Source: an optimization exercise on an open RTL-to-GDS flow (aim: a short achievable clock period and few clock cycles). Production flows keep margins and buffers that such runs may drop. The RTL was checked by simulation tests, not by an equivalence proof against the original design. Power and IR drop assume default switching activity.

<file path="constraint.sdc">
create_clock -name core_clock -period 10.0 [get_ports {clk}]
set_input_delay 2.0000 -clock core_clock [delete_from_list [all_inputs] [get_ports {clk}]]
set_output_delay 2.0000 -clock core_clock [all_outputs]
set_load 0.01 [all_outputs]
</file>
<file path="config.mk">
export PLATFORM = sky130hd
export DESIGN_NAME = vde_top
export DESIGN_NICKNAME = vde_top
export VERILOG_FILES = /design/flow/design.v
export SDC_FILE = /design/flow/constraint.sdc
export NUM_CORES = 4
export LEC_CHECK = 0
export CAP_MARGIN = 20
export CORE_MARGIN = 2
export CORE_UTILIZATION = 30
export PLACE_DENSITY = 0.55
export SLEW_MARGIN = 20
</file>
<file path="run.sh">
#!/bin/bash
# synth_recipe.tcl (not shown) runs the flow's synth.tcl, then flattens the netlist and writes it again
# the make line also repeats each setting of config.mk as NAME=value (left out here)
make -C /OpenROAD-flow-scripts/flow DESIGN_CONFIG=/design/flow/config.mk WORK_HOME=/design/flow/orfs CLKGATE_MAP_FILE= SYNTH_SCRIPT=/design/flow/synth_recipe.tcl finish
</file>
<file path="design.v">
`timescale 1ns/10ps
`default_nettype none
module vde_config (
    input  wire        clk,
    input  wire        reset,
    input  wire        wb_cyc,
    input  wire        wb_stb,
    input  wire        wb_we,
    input  wire [1:0]  wb_adr,
    input  wire [15:0] wb_dat_i,
    output wire        wb_ack,
    output wire [15:0] wb_dat_o,
    output reg  [6:0]  cfg_max_var,
    output reg  [15:0] cfg_bump_step,
    output wire        wr_max,
    output wire [6:0]  max_var_wr
);
    reg        ack_q;
    reg [15:0] rdat_q;
    wire       wb_hit;
    assign wb_hit   = wb_cyc && wb_stb && !ack_q;
    assign wb_ack   = ack_q;
    assign wb_dat_o = rdat_q;
    assign wr_max = wb_hit && wb_we && wb_adr == 2'd0;
    assign max_var_wr = (wb_dat_i > 16'd32) ? 7'd32 : wb_dat_i[6:0];
    always @(posedge clk or posedge reset) begin
        if (reset) begin
            ack_q         <= 1'b0;
            rdat_q        <= 16'd0;
            cfg_max_var   <= 7'd0;
            cfg_bump_step <= 16'd16;
        end else begin
            ack_q <= wb_hit;
            if (wb_hit && wb_we) begin
                case (wb_adr)
                    2'd0:    cfg_max_var   <= max_var_wr;
                    2'd1:    cfg_bump_step <= wb_dat_i;
                    default: ;
                endcase
            end else if (wb_hit) begin
                case (wb_adr)
                    2'd0:    rdat_q <= {9'd0, cfg_max_var};
                    2'd1:    rdat_q <= cfg_bump_step;
                    default: rdat_q <= 16'd0;
                endcase
            end
        end
    end
endmodule
`default_nettype wire
`timescale 1ns/10ps
`default_nettype none
module heap_store (
    input  wire            clk,
    input  wire [15:0]     cfg_bump_step,
    input  wire            wr_max,
    input  wire [31:0]     bump_hit,
    output wire [511:0]    score_flat,
    output wire [1023:0]   ca,
    output wire [1023:0]   cb
);
    genvar a, b;
    generate
        for (a = 0; a < 32; a = a + 1) begin : g_var
            reg  [15:0] score;
            reg  [16:0] tsum;
            wire [15:0] sat_t = tsum[16] ? 16'hffff : tsum[15:0];
            always @(posedge clk) begin
                if (wr_max) begin
                    score <= 16'd0;
                end else if (bump_hit[a]) begin
                    score <= sat_t;
                end
                if (bump_hit[a]) begin
                    tsum <= {1'b0, sat_t} + {1'b0, cfg_bump_step};
                end else begin
                    tsum <= {1'b0, score} + {1'b0, cfg_bump_step};
                end
            end
            assign score_flat[a*16 +: 16] = score;
        end
        for (a = 0; a < 32; a = a + 1) begin : g_row
            for (b = 0; b < 32; b = b + 1) begin : g_col
                if (a < b) begin : g_pair
                    assign ca[a*32+b] = g_var[a].tsum >= {1'b0, g_var[b].score};
                    assign cb[a*32+b] = ({1'b0, g_var[a].score} >= g_var[b].tsum) || (&g_var[a].score);
                end else begin : g_none
                    assign ca[a*32+b] = 1'b0;
                    assign cb[a*32+b] = 1'b0;
                end
            end
        end
    endgenerate
endmodule
`default_nettype wire
`timescale 1ns/10ps
`default_nettype none
module heap_ctrl (
    input  wire          clk,
    input  wire          reset,
    input  wire          wr_max,
    input  wire [6:0]    max_var_wr,
    input  wire          cmd_valid,
    input  wire [1:0]    cmd_op,
    input  wire [6:0]    cmd_var,
    input  wire          cmd_value,
    output wire [31:0]   bump_hit,
    input  wire [1023:0] ca,
    input  wire [1023:0] cb,
    output reg           dec_valid_q,
    output reg  [6:0]    dec_var_q,
    output reg           dec_phase_q,
    output reg           dec_all_q
);
    localparam [1:0] OP_ASSIGN = 2'd0;
    localparam [1:0] OP_CLEAR  = 2'd1;
    localparam [1:0] OP_BUMP   = 2'd2;
    reg  [31:0]   live_q;
    reg  [31:0]   exists_q;
    reg  [31:0]   phase_q;
    wire [31:0]   hit, assign_hit, clear_hit;
    wire [31:0]   new_live;
    wire [1023:0] bt, bb;
    wire [31:0]   w, bw, win, win2;
    wire [6:0]    best_var, second_var;
    wire          best_phase, second_phase, any_live, has_second;
    wire          sel_cmd, sel_second, cmd_phase;
    function [6:0] encode;
        input [31:0] onehot;
        integer i;
        begin
            encode = 7'd0;
            for (i = 0; i < 32; i = i + 1) begin
                if (onehot[i]) encode = encode | (i + 1);
            end
        end
    endfunction
    genvar i, j;
    generate
        for (i = 0; i < 32; i = i + 1) begin : g_dec
            assign hit[i]        = cmd_valid && cmd_var == i + 1 && exists_q[i];
            assign assign_hit[i] = hit[i] && cmd_op == OP_ASSIGN;
            assign clear_hit[i]  = hit[i] && cmd_op == OP_CLEAR;
            assign bump_hit[i]   = hit[i] && cmd_op == OP_BUMP;
            assign new_live[i]   = max_var_wr > i;
        end
        for (i = 0; i < 32; i = i + 1) begin : g_row
            for (j = 0; j < 32; j = j + 1) begin : g_col
                if (i < j) begin : g_pair
                    reg g;
                    always @(posedge clk) begin
                        if (wr_max) begin
                            g <= 1'b1;
                        end else if (bump_hit[i]) begin
                            g <= ca[i*32+j];
                        end else if (bump_hit[j]) begin
                            g <= cb[i*32+j];
                        end
                    end
                    assign bt[i*32+j] = g;
                    assign bb[i*32+j] = ca[i*32+j];
                end else if (i > j) begin : g_mirror
                    assign bt[i*32+j] = ~g_row[j].g_col[i].g_pair.g;
                    assign bb[i*32+j] = ~cb[j*32+i];
                end else begin : g_self
                    assign bt[i*32+j] = 1'b1;
                    assign bb[i*32+j] = 1'b1;
                end
            end
            assign w[i]    = &(~live_q | bt[i*32 +: 32]);
            assign bw[i]   = live_q[i] && &(~live_q | bb[i*32 +: 32]);
            assign win[i]  = live_q[i] && w[i];
            assign win2[i] = live_q[i] && !win[i] && &(~live_q | win | bt[i*32 +: 32]);
        end
    endgenerate
    assign best_var     = encode(win);
    assign second_var   = encode(win2);
    assign best_phase   = |(win & phase_q);
    assign second_phase = |(win2 & phase_q);
    assign any_live     = |live_q;
    assign has_second   = |win2;
    assign cmd_phase    = |(hit & phase_q);
    assign sel_cmd    = |((clear_hit & w) | (bump_hit & bw));
    assign sel_second = |(assign_hit & win);
    always @(posedge clk or posedge reset) begin
        if (reset) begin
            live_q      <= 32'd0;
            exists_q    <= 32'd0;
            dec_valid_q <= 1'b0;
            dec_all_q   <= 1'b1;
            dec_var_q   <= 7'd0;
            dec_phase_q <= 1'b0;
        end else begin
            if (wr_max) begin
                live_q      <= new_live;
                exists_q    <= new_live;
                dec_valid_q <= max_var_wr != 7'd0;
                dec_all_q   <= max_var_wr == 7'd0;
                dec_var_q   <= 7'd1;
                dec_phase_q <= 1'b0;
            end else begin
                live_q      <= (live_q & ~assign_hit) | clear_hit;
                if (sel_cmd) begin
                    dec_valid_q <= 1'b1;
                    dec_all_q   <= 1'b0;
                    dec_var_q   <= cmd_var;
                    dec_phase_q <= cmd_phase;
                end else if (sel_second) begin
                    dec_valid_q <= has_second;
                    dec_all_q   <= !has_second;
                    dec_var_q   <= second_var;
                    dec_phase_q <= second_phase;
                end else begin
                    dec_valid_q <= any_live;
                    dec_all_q   <= !any_live;
                    dec_var_q   <= best_var;
                    dec_phase_q <= best_phase;
                end
            end
        end
    end
    always @(posedge clk) begin
        if (wr_max) begin
            phase_q <= 32'd0;
        end else begin
            phase_q <= (phase_q & ~assign_hit) | (assign_hit & {32{cmd_value}});
        end
    end
endmodule
`default_nettype wire
`timescale 1ns/10ps
`default_nettype none
module vde_top (
    input  wire        clk,
    input  wire        reset,
    input  wire        wb_cyc,
    input  wire        wb_stb,
    input  wire        wb_we,
    input  wire [1:0]  wb_adr,
    input  wire [15:0] wb_dat_i,
    output wire        wb_ack,
    output wire [15:0] wb_dat_o,
    input  wire        cmd_valid,
    input  wire [1:0]  cmd_op,
    input  wire [6:0]  cmd_var,
    input  wire        cmd_value,
    input  wire        request,
    output wire        decision_valid,
    output wire [6:0]  decision_var,
    output wire        decision_phase,
    output wire        all_assigned,
    output wire        busy
);
    wire [6:0]    cfg_max_var;
    wire [15:0]   cfg_bump_step;
    wire          wr_max;
    wire [6:0]    max_var_wr;
    wire [31:0]   bump_hit;
    wire [511:0]  score_flat;
    wire [1023:0] ca, cb;
    assign busy = 1'b0;
    vde_config i_config (
        .clk           (clk),
        .reset         (reset),
        .wb_cyc        (wb_cyc),
        .wb_stb        (wb_stb),
        .wb_we         (wb_we),
        .wb_adr        (wb_adr),
        .wb_dat_i      (wb_dat_i),
        .wb_ack        (wb_ack),
        .wb_dat_o      (wb_dat_o),
        .cfg_max_var   (cfg_max_var),
        .cfg_bump_step (cfg_bump_step),
        .wr_max        (wr_max),
        .max_var_wr    (max_var_wr)
    );
    heap_ctrl i_ctrl (
        .clk         (clk),
        .reset       (reset),
        .wr_max      (wr_max),
        .max_var_wr  (max_var_wr),
        .cmd_valid   (cmd_valid),
        .cmd_op      (cmd_op),
        .cmd_var     (cmd_var),
        .cmd_value   (cmd_value),
        .bump_hit    (bump_hit),
        .ca          (ca),
        .cb          (cb),
        .dec_valid_q (decision_valid),
        .dec_var_q   (decision_var),
        .dec_phase_q (decision_phase),
        .dec_all_q   (all_assigned)
    );
    heap_store i_store (
        .clk           (clk),
        .cfg_bump_step (cfg_bump_step),
        .wr_max        (wr_max),
        .bump_hit      (bump_hit),
        .score_flat    (score_flat),
        .ca            (ca),
        .cb            (cb)
    );
endmodule
`default_nettype wire
</file>
==> results.sh <==
export IMPL_yosysUniqueCellTypes=117
export IMPL_ys_seq_area_share_pct=7.82
export IMPL_cts_hold_buffers=0
export IMPL_cts_sinks=1698
export IMPL_error="[ERROR GRT-0116] Global routing finished with congestion. Check the congestion regions in the DRC Viewer."
export IMPL_ys_warnings_count=3
export IMPL_async_reset_ff_share_pct=6.71
export IMPL_placed_area_um2=505000
export IMPL_clockBufferDepth=5
export IMPL_ys_ff_latch=1698
export IMPL_outcome="did not finish"
export IMPL_grt_first_pass_wirelength_mm=6710
export IMPL_cts_setup_buffers=0
export IMPL_grt_usage_pct=69.5
export IMPL_initial_core_util_pct=30.1
export IMPL_netlist_area_um2=442000
export IMPL_cts_buffers_inserted=279
export IMPL_gp_congestion=1.33
export IMPL_hpwl_mm=4030
export IMPL_io_pins=63
export IMPL_syn_avg_cell_area_um2=8.32
export IMPL_grt_max_degree=174
export IMPL_cts_root_buf="clkbuf_16"
export IMPL_ys_flop_type="dfxtp_1"
export IMPL_cts_resized=0
export IMPL_h_tree_depth=5
export IMPL_overflow=42
export IMPL_yosys_top_cells_area="ha_1, dfxtp_1, a21oi_1, o21ai_0, nand4_1"
export IMPL_haltStage="global routing"
export IMPL_die_y_mm=1.22
export IMPL_die_w_mm=1.22
export IMPL_synth_edf_count=0
export IMPL_row_count=445
export IMPL_port_buffers=60
export IMPL_first_global_vias=531000
export IMPL_yosysTopAreaCell="ha_1"
export IMPL_syn_inst=53100
export IMPL_synth_top_area_share_pct=46.4
==> per-layer routing <==
metal | overflow | global-route usage [%]
met2 | 24 | 82.1
met3 | 0 | 53.7
met5 | 0 | 29.6
met4 | 17 | 67.5
met1 | 1 | 73.2
==> through the flow <==
stage	setup slack, ps	instances	total power [mW]	hold WS (ps)	utilization (%)
2_1_floorplan	3640	53100	98.1	438	-
4_1_cts	2220	76600	221	469	35.1
3_5_place_dp	1190	76100	210	456	34.4
3_3_place_gp	823	76000	208	456	34.4
==> how the worst max path moves through the flow <==
| stage | slack (ps) | depth (start not counted) | end |
|---|---|---|---|
| detailed placement | 1190 | 18 | i_ctrl.dec_var_q[0]$_DFF_PP0_ |
| global placement | 820 | 18 | i_ctrl.dec_var_q[0]$_DFF_PP0_ |
| floorplan | 3640 | 24 | i_store.g_var[30].tsum[16]$_DFF_P_ |
| CTS | 2220 | 18 | i_ctrl.dec_valid_q$_DFF_PP0_ |
==> cell families after synthesis <==
logic type,after synthesis,synth area share (%)
flip-flops,1698,7.82
XOR/XNOR,446,0.884
adder cells (fa/ha/maj),16400,46.5
other,1,0.000849
multiplexers,123,0.286
buffers and inverters,2803,2.50
AO/OA/AOI/OAI,17200,24.9
AND/OR/NAND/NOR,14400,17.0
==> synth_stat cells (335+ instances only) <==
| cell type | number |
|---|---|
| nand2_1 | 2913 |
| clkbuf_1 | 774 |
| inv_1 | 1730 |
| dfxtp_1 | 1584 |
| nand3_1 | 1788 |
| nor2_1 | 2420 |
| o211ai_1 | 831 |
| a2111oi_0 | 394 |
| nor4_1 | 522 |
| nand2b_1 | 658 |
| o21a_1 | 361 |
| o21bai_1 | 368 |
| a211oi_1 | 909 |
| a221oi_1 | 338 |
| a21o_1 | 2064 |
| nor3_1 | 784 |
| and2_1 | 580 |
| nor2b_1 | 891 |
| a21oi_1 | 5419 |
| nand4_1 | 2562 |
| o21ai_0 | 3527 |
| ha_1 | 16400 |
| and4_1 | 335 |
==> power by group through the flow <==
stage	Combinational, mW	Clock (mW)	Sequential [mW]
after floorplan	82.8	0	15.3
after global placement	190	0	18.4
after detailed placement	191	0	18.3
after CTS	192	11.1	18.2
Testbench counts, summed over its fixed seeds: cycles 13,637.
